Background: an optimization exercise with open tools, aiming at small area, a short achievable clock period and few clock cycles per item. Do not read the settings as production practice.
Only simulation tests tie the RTL to the original design; equivalence was not proved.
Power and IR drop assume default switching activity.

## run E
Design cache_top, start of the top module:
module cache_top (
  input  wire          clk,
  input  wire          reset,
  input  wire          cachereq_val,
  output wire          cachereq_rdy,
  input  wire  [2:0]   cachereq_type,
  input  wire  [31:0]  cachereq_addr,
  input  wire  [31:0]  cachereq_data,
  output wire          cacheresp_val,
  input  wire          cacheresp_rdy,
  output wire  [2:0]   cacheresp_type,
  output wire  [31:0]  cacheresp_data,
  output wire          memreq_val,
  input  wire          memreq_rdy,
  output wire          memreq_type,
  output wire  [31:0]  memreq_addr,
  output wire  [127:0] memreq_data,
  input  wire          memresp_val,
  output wire          memresp_rdy,
  input  wire  [127:0] memresp_data
);
  localparam int N = 9;
  localparam logic [2:0] T_READ  = 3'd0;
  localparam logic [2:0] T_WRITE = 3'd1;
  localparam logic [2:0] T_INIT  = 3'd2;
  localparam logic [2:0] T_ADD   = 3'd3;
  localparam logic [2:0] T_AND   = 3'd4;
  localparam logic [2:0] T_OR    = 3'd5;
  ...
Size in the first run: ~5400 cells after synthesis, roughly 81000 um2 of cells after synthesis.
Settings: LEC_CHECK=0, ABC_CLOCK_PERIOD_IN_PS=3200, CAP_MARGIN=20, CORE_MARGIN=2, CORE_UTILIZATION=50, CTS_CLUSTER_DIAMETER=70, CTS_CLUSTER_SIZE=20, PLACE_DENSITY=0.6, SETUP_SLACK_MARGIN=4.2, SLEW_MARGIN=20; clock period 7.5 ns.
run.sh (not shown) runs the stock make flow with config.mk's settings and CLKGATE_MAP_FILE= SYNTH_SCRIPT=/design/flow/synth_recipe.tcl, a recipe that flattens the netlist after the stock synthesis.
Testbench counts of run E, summed over its fixed seeds: cycles 16,345, requests 12,000.
### run E -> run K
==> flow/flow/run.sh (new file) <==
#!/bin/bash
# The standard layout, with the port buffers that buffer_ports inserts made
# plain buffers (buf_4) instead of the default delay cells, so that the
# fixed input and output delays are not lengthened by slow port buffers.
set -euo pipefail
export BUFFER_PORTS_ARGS="-buffer_cell sky130_fd_sc_hd__buf_4"
bash standard.sh > flow_make.log 2>&1
==> flow/standard.sh (new file) <==
#!/bin/bash
# synth_recipe.tcl (not shown) runs the flow's synth.tcl, then flattens the netlist and writes it again
# the make line also repeats each setting of config.mk as NAME=value (left out here)
make -C /OpenROAD-flow-scripts/flow DESIGN_CONFIG=/design/flow/config.mk WORK_HOME=/design/flow/orfs CLKGATE_MAP_FILE= SYNTH_SCRIPT=/design/flow/synth_recipe.tcl "${@:-finish}"
removed: flow/run.sh
Notes after the runs:
- Run K completed end to end with timing, DRC and antenna clean.
- Critical path depth: run K vs run E up 3
- Run K ended up with sky130_fd_sc_hd__edfxtp_1 as its slowest stage cell on the critical path; run E ended up with sky130_fd_sc_hd__o21ai_0.
- Between run K and run E, the fraction of area in clock buffers and inverters does not differ in any meaningful way.
- The flip-flop and latch count was comparable across run K and run E.
- Run K ended up with a higher share of power burned in registers than run E did.
- Going from run E to run K, setup slack +0.12 ns; clock power -about 0.5%; cell count -39.
- From run E to run K the numbers moved as follows: proportion of cell area occupied by registers increased by 1.1 points relative to the old numbers, met2 wire length increased by 1400 um relative to the old numbers.

========
Another version of the RTL of cache_top (not shown whole).
For scale: about 5700 cells after synthesis.
Design cache_top, start of the top module:
module cache_top (
  input  wire          clk,
  input  wire          reset,
  input  wire          cachereq_val,
  output wire          cachereq_rdy,
  input  wire  [2:0]   cachereq_type,
  input  wire  [31:0]  cachereq_addr,
  input  wire  [31:0]  cachereq_data,
  output wire          cacheresp_val,
  input  wire          cacheresp_rdy,
  output wire  [2:0]   cacheresp_type,
  output wire  [31:0]  cacheresp_data,
  output wire          memreq_val,
  input  wire          memreq_rdy,
  output wire          memreq_type,
  output wire  [31:0]  memreq_addr,
  output wire  [127:0] memreq_data,
  input  wire          memresp_val,
  output wire          memresp_rdy,
  input  wire  [127:0] memresp_data
);
==> flow/config.mk <==
export PLATFORM = sky130hd
export DESIGN_NAME = cache_top
export DESIGN_NICKNAME = cache_top
export VERILOG_FILES = /design/flow/design.v
export SDC_FILE = /design/flow/constraint.sdc
export NUM_CORES = 4
export LEC_CHECK = 0
export ABC_CLOCK_PERIOD_IN_PS = 3000
export CAP_MARGIN = 20
export CORE_MARGIN = 2
export CORE_UTILIZATION = 50
export CTS_CLUSTER_DIAMETER = 70
export CTS_CLUSTER_SIZE = 20
export PLACE_DENSITY = 0.6
export SETUP_SLACK_MARGIN = 4.5
export SLEW_MARGIN = 20
==> flow/constraint.sdc <==
create_clock -name core_clock -period 7.5 [get_ports {clk}]
set_input_delay 1.5000 -clock core_clock [delete_from_list [all_inputs] [get_ports {clk}]]
set_output_delay 1.5000 -clock core_clock [all_outputs]
set_load 0.01 [all_outputs]
standard.sh (not shown) runs the stock make flow with config.mk's settings and CLKGATE_MAP_FILE= SYNTH_SCRIPT=/design/flow/synth_recipe.tcl, a recipe that flattens the netlist after the stock synthesis.
==> flow/flow/run.sh <==
#!/bin/bash
# The standard layout, with the port buffers that buffer_ports inserts made
# plain buffers (buf_4) instead of the default delay cells, so that the
# fixed input and output delays are not lengthened by slow port buffers.
set -euo pipefail
export BUFFER_PORTS_ARGS="-buffer_cell sky130_fd_sc_hd__buf_4"
bash standard.sh > flow_make.log 2>&1
Testbench counts at the start, summed over its fixed seeds: cycles 15,722, requests 12,000.
Then changed:
- ABC_CLOCK_PERIOD_IN_PS: 3000 -> 3200
- SETUP_SLACK_MARGIN: 4.5 -> 4.2
What happened: Die area is unchanged. Non-clock buffer count fell by 146. Core utilization decreases by 1.7 points. Area after synthesis stays the same. Worst setup slack degrades by 0.078 ns. Power shrinks slightly. Final cell count is lower slightly.

re-timing with driven ports:
Ports are ideal in the flow. The routed layouts listed here were re-timed in OpenROAD. Step 1 assumes that a clkbuf_16 drives the clock port and a buf_2 every other input. Step 2 adds t to the input delays and takes it off the output delays; t is the mean of the earliest and latest rising clock arrival at the registers after step 1. Input paths then give back, and output paths get back, about the clock's delay inside the block. Slacks: ideal ports / drivers / drivers and shift; pairs: ideal ports / drivers.
run	t (ns)	slack for setup (ns)	worst setup path at the end	clock arrival spread, ns
run E	0.882	3.726 / 3.726 / 3.027	input to register	0.041 / 0.040
run K	0.887	3.847 / 3.847 / 3.069	input to register	0.055 / 0.055
the first run of note 2	0.920	3.552 / 3.552 / 2.875	input to register	0.042 / 0.042
the second run of note 2	0.928	3.474 / 3.474 / 2.885	input to register	0.041 / 0.041
After both steps setup and hold are still met in every run listed. For run K, which loses most, drivers alone change the setup slack by 0.000 ns; drivers and shift together by -0.778 ns.
